This design comes from an exercise in tuning for small area and a short achievable clock period on the open sky130 flow, not from production work. No run shown here included a check of the RTL's function; only the layout flow was run. No activity file was given, so power comes from the tool's default toggle rates.

==> flow/design.v, too long to show whole: its modules and the start of the top module <==
// module dds_acc_channel: 79 lines
// module dds_add_full: 255 lines
// module dds_add_sum: 243 lines
// module dds_add_top: 156 lines
// module dds_add_cout: 72 lines
// module dds_pg_n: 11 lines
// module dds_pg_p: 11 lines
// module dds_g_n: 8 lines
// module dds_g_p: 8 lines
// module dds_l0: 9 lines
// module dds_xor: 7 lines
// module dds_phase_accumulator_mc: 94 lines
module dds_phase_accumulator_mc #(
  parameter int NUM_CH = 4,
  parameter int ACC_W  = 32,
  parameter int OUT_W  = 12,
  localparam int CH_W  = dds_pkg::ch_width(NUM_CH)
) (
  input  logic                    clock,
  input  logic                    reset,
  input  logic                    enable,
  input  logic                    cfg_valid,
  output logic                    cfg_ready,
  input  logic [CH_W-1:0]         cfg_ch,
  input  logic [1:0]              cfg_sel,
  input  logic [ACC_W-1:0]        cfg_data,
  input  logic                    update,
  input  logic [NUM_CH-1:0]       sync_clear,
  input  logic [NUM_CH-1:0]       sweep_en,
  output logic [NUM_CH*OUT_W-1:0] phase_out,
  output logic [NUM_CH-1:0]       wrap,
  output logic [NUM_CH-1:0]       sweep_done
);
  // ...
==> flow/run.sh <==
#!/bin/bash
# synth_recipe.tcl (not shown) runs the flow's synth.tcl, then flattens the netlist and writes it again
# the make line also repeats each setting of config.mk as NAME=value (left out here)
make -C /OpenROAD-flow-scripts/flow DESIGN_CONFIG=/design/flow/config.mk WORK_HOME=/design/flow/orfs CLKGATE_MAP_FILE= SYNTH_SCRIPT=/design/flow/synth_recipe.tcl finish
==> flow/config.mk <==
export PLATFORM = sky130hd
export DESIGN_NAME = dds_phase_accumulator_mc
export DESIGN_NICKNAME = dds_phase_accumulator_mc
export VERILOG_FILES = /design/flow/design.v
export SDC_FILE = /design/flow/constraint.sdc
export NUM_CORES = 4
export LEC_CHECK = 0
export CAP_MARGIN = 20
export CORE_MARGIN = 2
export CORE_UTILIZATION = 45
export CTS_CLUSTER_DIAMETER = 80
export CTS_CLUSTER_SIZE = 20
export SETUP_SLACK_MARGIN = 3.1
export SLEW_MARGIN = 20
export SYNTH_HIERARCHICAL = 1
==> flow/constraint.sdc <==
create_clock -name core_clock -period 5.8 [get_ports {clock}]
set_input_delay 1.1600 -clock core_clock [delete_from_list [all_inputs] [get_ports {clock}]]
set_output_delay 1.1600 -clock core_clock [all_outputs]
set_load 0.01 [all_outputs]
==> reports/metrics.csv, run 1 <==
stage,metric,value,unit
status,status,"complete, no violations",
critical_path,Critical Path Start,cfg_valid,
critical_path,CP max-delay cell,nand4b_2,
critical_path,CP Capture Type,register,
routing,initial DRC count,2951,
hold_path,Hold EP,g_ch[1].u_ch.nlim_act[6],
floorplan,chip height,378.2,um
hold_path,Hold Crit Depth,1,
clocking,clk slew on worst S/H paths,0.09,ns
clocking,postcts setup bufs,43,
power_and_ir_drop,combinational power,16.2,mW
critical_path,worst-path cell chain,"clkdlybuf4s50_1, nand4b_2, nor2_4, buf_12",
clocking,CTS tree,yes,
routing,post-route ant nets,0,
power_and_ir_drop,Overall Power,34.92,mW
global_route,gr busiest metal,met2,
clocking,Max H-tree Level,3,
timing,hold slack,0.4085,ns
critical_path,critical path class,input pin to register,
timing,Slew HR,0.1807,
floorplan,Starting Density,0.4528,
final_layout,Reg area,0.03059,mm^2
global_route,first-pass GRT wire length,260400,um
timing,Final Critical Period,2.968,ns
final_layout,"commonest non-fill, non-tap cell in the layout",nor2_1,
critical_path,FF-to-FF End,g_ch[0].u_ch.freq_act[11],
global_route,GR Layer Usage met3,0.02707,
final_layout,Final Cell Area,0.07234,mm^2
hold_path,Hold Crit Start,g_ch[1].sh_limit[6],
clocking,Bufs on Longest Clock Path,3,
critical_path,Crit path required time,6.21,ns
power_and_ir_drop,Peak supply drop,0.4883,mV
timing,final hold vios,0,
timing,post-route setup slack,2.832,ns
placed_design,DP Cell Count,7767,
floorplan,Die X,378.2,um
clocking,Inserted Clock Buffers,83,
routing,DR vias/cell,5.538,
power_and_ir_drop,Sequential Power Share,0.357,
routing,wl on met1,76730,um
routing,Highest Signal Layer,met5,
power_and_ir_drop,Pwr Density,482.8,mW/mm^2
timing,clock skew,0.02999,ns
routing,DR DRC count,0,
==> module dds_acc_channel, before the edit <==
module dds_acc_channel #(
  parameter int ACC_W = 32,
  parameter int OUT_W = 12
) (
  input  logic             clock,
  input  logic             reset,
  input  logic             rst_q,
  input  logic             enable,
  input  logic [3:0]       load,
  input  logic             commit,
  input  logic             update,
  input  logic             sync_clear,
  input  logic             sweep_en,
  input  logic [ACC_W-1:0] shadow_freq,
  input  logic [ACC_W-1:0] shadow_ofs,
  input  logic [ACC_W-1:0] shadow_step,
  input  logic [ACC_W-1:0] shadow_limit,
  output logic [OUT_W-1:0] phase,
  output logic             wrap,
  output logic             sweep_done
);
  logic [ACC_W-1:0] freq_act;
  logic [ACC_W-1:0] ofs_act;
  logic [ACC_W-1:0] step_act;
  logic [ACC_W-1:0] nlim_act;    
  logic [ACC_W-1:0] acc;
  logic [ACC_W:0]   acc_sum;
  logic [ACC_W-1:0] sweep_sum;
  logic [OUT_W-1:0] phase_top;
  dds_add_full u_acc_add (
    .a(acc), .b(freq_act), .sum(acc_sum[ACC_W-1:0]), .cout(acc_sum[ACC_W]));
  dds_add_sum u_sweep_add (
    .a(freq_act), .b(step_act), .sum(sweep_sum));
  dds_add_top u_phase_add (
    .a(acc), .b(ofs_act), .sum(phase_top));
  logic [ACC_W-1:0] cs_x, cs_y;
  logic             cs_cout;
  logic             over;
  assign cs_x   = freq_act ^ step_act ^ nlim_act;
  assign cs_y   = (freq_act & step_act) | (freq_act & nlim_act) | (step_act & nlim_act);
  dds_add_cout u_cmp_add (
    .a(cs_x), .b({cs_y[ACC_W-2:0], 1'b0}), .cout(cs_cout));
  assign over   = cs_y[ACC_W-1] | cs_cout;
  logic act_hold;
  always_ff @(posedge clock or posedge reset) begin
    if (reset) begin
      act_hold <= 1'b0;
    end else begin
      act_hold <= ~(~commit & update);
    end
  end
  logic live, acc_add, acc_hold, sw_run, sw_hold;
  assign live     = ~rst_q;
  assign acc_add  = live & ~sync_clear & enable;
  assign acc_hold = live & ~sync_clear & ~enable;
  assign sw_run   = act_hold & sweep_en & enable & ~sweep_done;
  assign sw_hold  = act_hold & ~(sweep_en & enable & ~sweep_done);
  logic [ACC_W-1:0] sweep_next;
  assign sweep_next = over ? ~nlim_act : sweep_sum;
  always_ff @(posedge clock) begin
    acc       <= ({ACC_W{acc_add}} & acc_sum[ACC_W-1:0]) | ({ACC_W{acc_hold}} & acc);
    ofs_act   <= ({ACC_W{load[1]}} & shadow_ofs)   | ({ACC_W{act_hold}} & ofs_act);
    step_act  <= ({ACC_W{load[2]}} & shadow_step)  | ({ACC_W{act_hold}} & step_act);
    nlim_act  <= ~(({ACC_W{load[3]}} & shadow_limit) | ({ACC_W{act_hold}} & ~nlim_act));
    freq_act  <= ({ACC_W{load[0]}} & shadow_freq) | ({ACC_W{sw_run}} & sweep_next) |
                 ({ACC_W{sw_hold}} & freq_act);
  end
  always_ff @(posedge clock or posedge reset) begin
    if (reset) begin
      phase      <= '0;
      wrap       <= 1'b0;
      sweep_done <= 1'b0;
    end else begin
      phase      <= {OUT_W{live}} & phase_top;
      wrap       <= acc_add & acc_sum[ACC_W];
      sweep_done <= act_hold & sweep_en & (sweep_done | (enable & over));
    end
  end
endmodule
==> module dds_add_cout, before the edit <==
module dds_add_cout (
  input  logic [31:0] a,
  input  logic [31:0] b,
  output logic cout
);
  logic [31:0] g0, t0, x;
  dds_l0 u_l0 [31:0] (.a(a), .b(b), .gn(g0), .tn(t0));
  assign x = '0;
  logic g1_31, t1_31;
  logic g1_29, t1_29;
  logic g2_31, t2_31;
  logic g1_27, t1_27;
  logic g1_25, t1_25;
  logic g2_27, t2_27;
  logic g3_31, t3_31;
  logic g1_23, t1_23;
  logic g1_21, t1_21;
  logic g2_23, t2_23;
  logic g1_19, t1_19;
  logic g1_17, t1_17;
  logic g2_19, t2_19;
  logic g3_23, t3_23;
  logic g4_31, t4_31;
  logic g1_15, t1_15;
  logic g1_13, t1_13;
  logic g2_15, t2_15;
  logic g1_11, t1_11;
  logic g1_9, t1_9;
  logic g2_11, t2_11;
  logic g3_15, t3_15;
  logic g1_7, t1_7;
  logic g1_5, t1_5;
  logic g2_7, t2_7;
  logic g1_3, t1_3;
  logic g1_1;
  logic g2_3;
  logic g3_7;
  logic g4_15;
  logic g5_31;
  dds_pg_p u1_31 (.gh(g0[31]), .ph(t0[31]), .gl(g0[30]), .pl(t0[30]), .g(g1_31), .p(t1_31));
  dds_pg_p u1_29 (.gh(g0[29]), .ph(t0[29]), .gl(g0[28]), .pl(t0[28]), .g(g1_29), .p(t1_29));
  dds_pg_n u2_31 (.gh(g1_31), .ph(t1_31), .gl(g1_29), .pl(t1_29), .g(g2_31), .p(t2_31));
  dds_pg_p u1_27 (.gh(g0[27]), .ph(t0[27]), .gl(g0[26]), .pl(t0[26]), .g(g1_27), .p(t1_27));
  dds_pg_p u1_25 (.gh(g0[25]), .ph(t0[25]), .gl(g0[24]), .pl(t0[24]), .g(g1_25), .p(t1_25));
  dds_pg_n u2_27 (.gh(g1_27), .ph(t1_27), .gl(g1_25), .pl(t1_25), .g(g2_27), .p(t2_27));
  dds_pg_p u3_31 (.gh(g2_31), .ph(t2_31), .gl(g2_27), .pl(t2_27), .g(g3_31), .p(t3_31));
  dds_pg_p u1_23 (.gh(g0[23]), .ph(t0[23]), .gl(g0[22]), .pl(t0[22]), .g(g1_23), .p(t1_23));
  dds_pg_p u1_21 (.gh(g0[21]), .ph(t0[21]), .gl(g0[20]), .pl(t0[20]), .g(g1_21), .p(t1_21));
  dds_pg_n u2_23 (.gh(g1_23), .ph(t1_23), .gl(g1_21), .pl(t1_21), .g(g2_23), .p(t2_23));
  dds_pg_p u1_19 (.gh(g0[19]), .ph(t0[19]), .gl(g0[18]), .pl(t0[18]), .g(g1_19), .p(t1_19));
  dds_pg_p u1_17 (.gh(g0[17]), .ph(t0[17]), .gl(g0[16]), .pl(t0[16]), .g(g1_17), .p(t1_17));
  dds_pg_n u2_19 (.gh(g1_19), .ph(t1_19), .gl(g1_17), .pl(t1_17), .g(g2_19), .p(t2_19));
  dds_pg_p u3_23 (.gh(g2_23), .ph(t2_23), .gl(g2_19), .pl(t2_19), .g(g3_23), .p(t3_23));
  dds_pg_n u4_31 (.gh(g3_31), .ph(t3_31), .gl(g3_23), .pl(t3_23), .g(g4_31), .p(t4_31));
  dds_pg_p u1_15 (.gh(g0[15]), .ph(t0[15]), .gl(g0[14]), .pl(t0[14]), .g(g1_15), .p(t1_15));
  dds_pg_p u1_13 (.gh(g0[13]), .ph(t0[13]), .gl(g0[12]), .pl(t0[12]), .g(g1_13), .p(t1_13));
  dds_pg_n u2_15 (.gh(g1_15), .ph(t1_15), .gl(g1_13), .pl(t1_13), .g(g2_15), .p(t2_15));
  dds_pg_p u1_11 (.gh(g0[11]), .ph(t0[11]), .gl(g0[10]), .pl(t0[10]), .g(g1_11), .p(t1_11));
  dds_pg_p u1_9 (.gh(g0[9]), .ph(t0[9]), .gl(g0[8]), .pl(t0[8]), .g(g1_9), .p(t1_9));
  dds_pg_n u2_11 (.gh(g1_11), .ph(t1_11), .gl(g1_9), .pl(t1_9), .g(g2_11), .p(t2_11));
  dds_pg_p u3_15 (.gh(g2_15), .ph(t2_15), .gl(g2_11), .pl(t2_11), .g(g3_15), .p(t3_15));
  dds_pg_p u1_7 (.gh(g0[7]), .ph(t0[7]), .gl(g0[6]), .pl(t0[6]), .g(g1_7), .p(t1_7));
  dds_pg_p u1_5 (.gh(g0[5]), .ph(t0[5]), .gl(g0[4]), .pl(t0[4]), .g(g1_5), .p(t1_5));
  dds_pg_n u2_7 (.gh(g1_7), .ph(t1_7), .gl(g1_5), .pl(t1_5), .g(g2_7), .p(t2_7));
  dds_pg_p u1_3 (.gh(g0[3]), .ph(t0[3]), .gl(g0[2]), .pl(t0[2]), .g(g1_3), .p(t1_3));
  dds_g_p u1_1 (.gh(g0[1]), .ph(t0[1]), .gl(g0[0]), .g(g1_1));
  dds_g_n u2_3 (.gh(g1_3), .ph(t1_3), .gl(g1_1), .g(g2_3));
  dds_g_p u3_7 (.gh(g2_7), .ph(t2_7), .gl(g2_3), .g(g3_7));
  dds_g_n u4_15 (.gh(g3_15), .ph(t3_15), .gl(g3_7), .g(g4_15));
  dds_g_p u5_31 (.gh(g4_31), .ph(t4_31), .gl(g4_15), .g(g5_31));
  assign cout = g5_31;
endmodule
==> module dds_phase_accumulator_mc, before the edit <==
module dds_phase_accumulator_mc #(
  parameter int NUM_CH = 4,
  parameter int ACC_W  = 32,
  parameter int OUT_W  = 12,
  localparam int CH_W  = dds_pkg::ch_width(NUM_CH)
) (
  input  logic                    clock,
  input  logic                    reset,
  input  logic                    enable,
  input  logic                    cfg_valid,
  output logic                    cfg_ready,
  input  logic [CH_W-1:0]         cfg_ch,
  input  logic [1:0]              cfg_sel,
  input  logic [ACC_W-1:0]        cfg_data,
  input  logic                    update,
  input  logic [NUM_CH-1:0]       sync_clear,
  input  logic [NUM_CH-1:0]       sweep_en,
  output logic [NUM_CH*OUT_W-1:0] phase_out,
  output logic [NUM_CH-1:0]       wrap,
  output logic [NUM_CH-1:0]       sweep_done
);
  logic commit_pending;
  logic rst_q;
  always_ff @(posedge clock or posedge reset) begin
    if (reset) begin
      cfg_ready <= 1'b1;
    end else begin
      cfg_ready <= ~(~commit_pending & update);
    end
  end
  logic wr_ok;
  assign wr_ok = cfg_valid & cfg_ready;
  always_ff @(posedge clock or posedge reset) begin
    if (reset) begin
      commit_pending <= 1'b0;
    end else begin
      commit_pending <= ~commit_pending & update;
    end
  end
  always_ff @(posedge clock or posedge reset) begin
    if (reset) begin
      rst_q <= 1'b1;
    end else begin
      rst_q <= 1'b0;
    end
  end
  for (genvar c = 0; c < NUM_CH; c++) begin : g_ch
    logic [ACC_W-1:0] sh_freq;
    logic [ACC_W-1:0] sh_ofs;
    logic [ACC_W-1:0] sh_step;
    logic [ACC_W-1:0] sh_limit;
    logic             wr_hit;
    logic [3:0]       wr, sh_valid, load;
    assign wr_hit = cfg_ch == CH_W'(c);
    for (genvar s = 0; s < 4; s++) begin : g_sel
      assign wr[s]   = wr_ok & (wr_hit & (cfg_sel == 2'(s)));
    end
    always_ff @(posedge clock or posedge reset) begin
      if (reset) begin
        sh_valid <= '0;
      end else begin
        sh_valid <= sh_valid | wr;
      end
    end
    always_ff @(posedge clock) begin
      if (wr[dds_pkg::CFG_FREQ])        sh_freq  <= cfg_data;
      if (wr[dds_pkg::CFG_PHASE_OFS])   sh_ofs   <= cfg_data;
      if (wr[dds_pkg::CFG_SWEEP_STEP])  sh_step  <= cfg_data;
      if (wr[dds_pkg::CFG_SWEEP_LIMIT]) sh_limit <= cfg_data;
    end
    assign load = {4{commit_pending}} & sh_valid;
    dds_acc_channel #(
      .ACC_W(ACC_W),
      .OUT_W(OUT_W)
    ) u_ch (
      .clock       (clock),
      .reset       (reset),
      .rst_q       (rst_q),
      .enable      (enable),
      .load        (load),
      .commit      (commit_pending),
      .update      (update),
      .sync_clear  (sync_clear[c]),
      .sweep_en    (sweep_en[c]),
      .shadow_freq (sh_freq),
      .shadow_ofs  (sh_ofs),
      .shadow_step (sh_step),
      .shadow_limit(sh_limit),
      .phase       (phase_out[c*OUT_W +: OUT_W]),
      .wrap        (wrap[c]),
      .sweep_done  (sweep_done[c])
    );
  end
endmodule
==> run 2: changes to the inputs <==
--- a/flow/design.v
+++ b/flow/design.v
@@ -52,3 +52,2 @@
   logic [ACC_W-1:0] cs_x, cs_y;
-  logic             cs_cout;
   logic             over;
@@ -56,5 +55,6 @@
   assign cs_y   = (freq_act & step_act) | (freq_act & nlim_act) | (step_act & nlim_act);
+  logic [3:0]       over_q;
   dds_add_cout u_cmp_add (
-    .a(cs_x), .b({cs_y[ACC_W-2:0], 1'b0}), .cout(cs_cout));
-  assign over   = cs_y[ACC_W-1] | cs_cout;
+    .a(cs_x), .b({cs_y[ACC_W-2:0], 1'b0}), .e(cs_y[ACC_W-1]), .cout(over_q));
+  assign over   = over_q[0];
   logic act_hold;
@@ -74,3 +74,5 @@
   logic [ACC_W-1:0] sweep_next;
-  assign sweep_next = over ? ~nlim_act : sweep_sum;
+  for (genvar q = 0; q < 4; q++) begin : g_q
+    assign sweep_next[q*8 +: 8] = over_q[q] ? ~nlim_act[q*8 +: 8] : sweep_sum[q*8 +: 8];
+  end
   always_ff @(posedge clock) begin
@@ -752,3 +754,4 @@
   input  logic [31:0] b,
-  output logic cout
+  input  logic e,
+  output logic [3:0] cout
 );
@@ -787,3 +790,2 @@
   logic g4_15;
-  logic g5_31;
   dds_pg_p u1_31 (.gh(g0[31]), .ph(t0[31]), .gl(g0[30]), .pl(t0[30]), .g(g1_31), .p(t1_31));
@@ -818,4 +820,6 @@
   dds_g_n u4_15 (.gh(g3_15), .ph(t3_15), .gl(g3_7), .g(g4_15));
-  dds_g_p u5_31 (.gh(g4_31), .ph(t4_31), .gl(g4_15), .g(g5_31));
-  assign cout = g5_31;
+  dds_g_p_or u5_31_0 (.e(e), .gh(g4_31), .ph(t4_31), .gl(g4_15), .g(cout[0]));
+  dds_g_p_or u5_31_1 (.e(e), .gh(g4_31), .ph(t4_31), .gl(g4_15), .g(cout[1]));
+  dds_g_p_or u5_31_2 (.e(e), .gh(g4_31), .ph(t4_31), .gl(g4_15), .g(cout[2]));
+  dds_g_p_or u5_31_3 (.e(e), .gh(g4_31), .ph(t4_31), .gl(g4_15), .g(cout[3]));
 endmodule
@@ -859,2 +863,11 @@
 endmodule
+module dds_g_p_or (
+  input  logic e,
+  input  logic gh,
+  input  logic ph,
+  input  logic gl,
+  output logic g
+);
+  assign g = e | ~(gh & (ph | gl));
+endmodule
 module dds_l0 (
@@ -898,11 +911,3 @@
   logic rst_q;
-  always_ff @(posedge clock or posedge reset) begin
-    if (reset) begin
-      cfg_ready <= 1'b1;
-    end else begin
-      cfg_ready <= ~(~commit_pending & update);
-    end
-  end
-  logic wr_ok;
-  assign wr_ok = cfg_valid & cfg_ready;
+  assign cfg_ready = ~commit_pending;
   always_ff @(posedge clock or posedge reset) begin
@@ -928,5 +933,5 @@
     logic [3:0]       wr, sh_valid, load;
-    assign wr_hit = cfg_ch == CH_W'(c);
+    assign wr_hit = cfg_valid && cfg_ready && (cfg_ch == CH_W'(c));
     for (genvar s = 0; s < 4; s++) begin : g_sel
-      assign wr[s]   = wr_ok & (wr_hit & (cfg_sel == 2'(s)));
+      assign wr[s]   = wr_hit & (cfg_sel == 2'(s));
     end
--- a/flow/config.mk
+++ b/flow/config.mk
@@ -9,5 +9,3 @@
 export CORE_MARGIN = 2
-export CORE_UTILIZATION = 45
-export CTS_CLUSTER_DIAMETER = 80
-export CTS_CLUSTER_SIZE = 20
+export CORE_UTILIZATION = 55
 export SETUP_SLACK_MARGIN = 3.1
==> run 2 against run 1 <==
Still clean on timing, DRC and antenna. Via count grew 1.9%. Sequential cell count shrank 1. Final cell count shrank 1.2%. Non-clock buffer count grew 20. Largest cell class unchanged. Largest power group unchanged.
==> reports/metrics.csv, run 2 <==
stage,metric,value,unit,change
routing,DRT Pass-1 Iters,5,,was 7
final_layout,Final #Nets,6656,,was 6432
placed_design,Final HPWL DP,104600,um,was 108900 um
critical_path,Crit path top cell by count,buf_12,,
clocking,hold_buf cts,0,,unchanged
critical_path,RR Startpoint,g_ch[0].u_ch.nlim_act[15],,was g_ch[0].u_ch.freq_act[3]
logic_synthesis,mapped cell area,0.06306,mm^2,was 0.06303 mm^2
timing,Final period util,0.4831,,was 0.5117
final_layout,highest-count cells in the layout ignoring fill and taps,"nor2_1, nand2_1, edfxtp_1, a21oi_2, dfxtp_1",,"was nor2_1, nand2_1, edfxtp_1, dfxtp_1, a21oi_2"
routing,initial DRC count,3194,,was 2951
global_route,number of global-route vias before repair,43690,,was 42590
critical_path,Crit path required time,6.42,ns,was 6.21 ns
final_layout,fill cell count,8963,,was 12210
routing,final wirelength,171300,um,was 174400 um
timing,Final Critical Period,2.802,ns,was 2.968 ns
power_and_ir_drop,Peak supply drop,0.3362,mV,was 0.4883 mV
hold_path,Hold EP,g_ch[3].u_ch.nlim_act[14],,was g_ch[1].u_ch.nlim_act[6]
placed_design,port bufs,105,,unchanged
critical_path,CP max-delay cell,fa_1,,was nand4b_2
routing,DR DRC count,0,,unchanged
global_route,Total GRT Usage,0.2855,,was 0.2375
floorplan,row cnt,124,,was 137
hold_path,HP Class,register to register,,unchanged
floorplan,chip height,342.6,um,was 378.2 um
timing,worst-margin pin slew,1.175,ns,was 1.229 ns
hold_path,Hold Crit Depth,1,,unchanged
timing,RSZ-0062 raised after global routing,true,,unchanged
placed_design,Final GP Congestion,0.8458,,was 0.8332
hold_path,Hold Crit Start,g_ch[3].sh_limit[14],,was g_ch[1].sh_limit[6]
critical_path,critical path peak fanout,8,,was 23
clocking,CTS tree,yes,,unchanged
final_layout,layout cells sized above 1,0.2759,,was 0.2787
critical_path,FF-to-FF End,g_ch[0].u_ch.freq_act[8],,was g_ch[0].u_ch.freq_act[11]
floorplan,# IOs,106,,unchanged
routing,DR vias,45620,,was 44770
final_layout,Area Growth Syn to Fin,18.83,%,was 14.78%
clocking,total clock sinks,1230,,was 1231
run,Max-Cap Viols,0,,unchanged
power_and_ir_drop,P_leak,29.65,nW,was 27.70 nW
critical_path,"Largest stage delay, worst path",0.57,ns,was 0.68 ns
final_layout,multi-input logic area,0.03311,mm^2,was 0.03221 mm^2
power_and_ir_drop,Pwr Density,471.5,mW/mm^2,was 482.8 mW/mm^2
floorplan,Starting Density,0.5530,,was 0.4528
logic_synthesis,Syn Nets,6315,,was 6193
clocking,Root Driver,clkbuf_16,,unchanged
routing,DR vias/cell,5.710,,was 5.538
routing,post-route ant nets,0,,unchanged
routing,routed length per instance,21.44,um,was 21.58 um
global_route,first-pass GRT wire length,257700,um,was 260400 um
floorplan,Die ar.,0.1174,mm^2,was 0.1431 mm^2
timing,final hold vios,0,,unchanged
clocking,worst skew pair latency,0.76,ns,was 0.72 ns
timing,final setup violation count,0,,unchanged
clocking,Bufs on Longest Clock Path,3,,unchanged
clocking,Max H-tree Level,4,,was 3
final_layout,Reg area,0.03055,mm^2,was 0.03059 mm^2
logic_synthesis,"Warnings, synthesis",8,,unchanged
clocking,clk slew on worst S/H paths,0.06,ns,was 0.09 ns
logic_synthesis,syn_area_per_cell,10.48,um^2,was 10.69 um^2
timing,Slew HR,0.2140,,was 0.1807
placed_design,"worst slack, placed",1.945,ns,was 1.964 ns
critical_path,critical path class,register to register,,was input pin to register
critical_path,Reg2Reg Setup Slack,3.00,ns,was 3.03 ns
critical_path,CP arrival,3.43,ns,was 3.38 ns
critical_path,CP Capture Type,register,,unchanged
timing,max-slew violations,0,,unchanged
final_layout,"commonest non-fill, non-tap cell in the layout",nor2_1,,unchanged
critical_path,crit start category,register,,was input pin
floorplan,Core Box Area,0.1140,mm^2,was 0.1392 mm^2
logic_synthesis,cells after synthesis,6018,,was 5896
timing,final setup TNS,0,ns,unchanged
global_route,largest net degree at the start of global routing,68,,unchanged
clocking,Inserted Clock Buffers,137,,was 83
critical_path,worst-path cell chain,"fa_1, nor2_2, nor2_2, nand2_2, o21ai_4, a21oi_4, buf_12, buf_12, o211ai_4, buf_12, nand2b_4, a21oi_2, a221o_1",,"was clkdlybuf4s50_1, nand4b_2, nor2_4, buf_12"
global_route,gr ovfl total,0,,unchanged
status,status,"complete, no violations",,unchanged
timing,post-route setup slack,2.998,ns,was 2.832 ns
critical_path,Register-to-Register Path Depth,13,,was 11
floorplan,Die X,342.6,um,was 378.2 um
timing,clock skew,0.02084,ns,was 0.02999 ns
timing,Fmax,0.3569,GHz,was 0.3369 GHz
global_route,initial antenna violation count,17,,was 21
-- run 2: cell types whose count changed in the layout (fill, tap and decap cells not counted), moves of 52 or more --
cell	change
nand2b_1	+172
nor3_1	-62
clkbuf_16	+52
nand2b_4	+82
a21oi_2	+63
a21oi_1	+59
a211oi_2	-116
nor3_2	-61
-- run 2: worst max path at each step --
| stage | end | startpoint | cells after the start |
|---|---|---|---|
| 2_1_floorplan | g_ch[1].sh_freq[0] | cfg_sel[1] | 3 |
| 3_3_place_gp | g_ch[1].sh_ofs[25] | cfg_ch[1] | 3 |
| 3_5_place_dp | g_ch[1].sh_ofs[25] | cfg_ch[1] | 3 |
| 4_1_cts | g_ch[2].sh_step[11] | cfg_ch[0] | 3 |
| 5_1_grt | g_ch[0].u_ch.freq_act[8] | g_ch[0].u_ch.freq_act[2] | 13 |
| 6_report | g_ch[0].u_ch.freq_act[8] | g_ch[0].u_ch.nlim_act[15] | 13 |
-- run 2: cell type report --
class                   count  share of cell area
repair buffers            365             0.04910
inverters                 290             0.01496
multi-input cells        4335              0.4418
well taps                1512             0.02524
clock inverters            55            0.007847
clock buffers             199             0.05324
flip-flops and latches   1230              0.4077
diodes                      4           0.0001336
-- run 2: layer usage --
metal | up-vias | track usage | routed length [um] | part of all wire
met2 | 1131 | 0.4751 | 81330 | 0.47
met4 | 8 | 0.09677 | 5889 | 0.034
met5 | - | 0 | 53 | 0.00031
met1 | 22260 | 0.3862 | 75020 | 0.44
met3 | 297 | 0.03607 | 8977 | 0.052
li1 | 21920 | - | - | -
-- run 2: worst max-delay path, delay by kind of cell, from the launching register on --
family	cells	cell delay, ns
AO/OA/AOI/OAI	5	0.84
adder cells (fa/ha/maj)	1	0.57
buffers and inverters	3	0.44
flip-flops	1	0.33
AND/OR/NAND/NOR	4	0.49
-- run 2: power breakdown --
group | total [mW] | switching (mW) | internal [mW] | leakage [nW]
combinational | 14.7 | 7.79 | 6.90 | 16.4
clock | 8.86 | 3.59 | 5.28 | 2.25
sequential | 11.8 | 1.62 | 10.2 | 11.0
total | 35.3 | 13.0 | 22.3 | 29.7
-- run 2: stage by stage --
stage / utilization / instances / hold slack, ns / power [mW] / instance area (um^2)
3_3_place_gp: 0.5795 / 7544 / 0.4044 / 21.82 / 66090
2_1_floorplan: - / 6018 / 0.4036 / 19.49 / 63170
5_1_grt: 0.6571 / 7986 / 0.4279 / 37.21 / 74930
4_1_cts: 0.6379 / 7907 / 0.4145 / 33.53 / 72740
3_5_place_dp: 0.5798 / 7545 / 0.4082 / 22.06 / 66120
6_report: 0.6572 / 7990 / 0.4114 / 35.33 / 74940
-- run 2: repair_timing --
action	CTS	global route
gates resized for setup	343	342
pin swaps	89	140
buffers inserted	99	68
gates cloned	9	5
endpoints found under the setup margin	679	389

[separate check: timing with driven ports]
The results above use ideal ports. As a check the final layouts listed here were re-extracted and re-timed, cells and wires unchanged.
Step 1 sets driving cells, clkbuf_16 on the clock port and buf_2 on the other inputs (assumed; they add their load-dependent delay and slew).
Step 2 also shifts input and output timing later by t, the mid clock arrival at the registers, as if the neighbouring blocks saw the same clock.
a / b / c = no drivers / after step 1 / after step 2; a / b = the first two.
run | t (ns) | setup WS [ns] | pins driven straight from the clock port
run 1 | 0.790 | 2.832 / 2.823 / 2.033 | 1
run 2 | 0.823 | 2.998 / 2.998 / 2.219 | 1
After both steps every run listed still meets setup and hold. The setup slack of run 1, which loses most, moves by -0.009 ns with the drivers and by -0.799 ns with both steps.
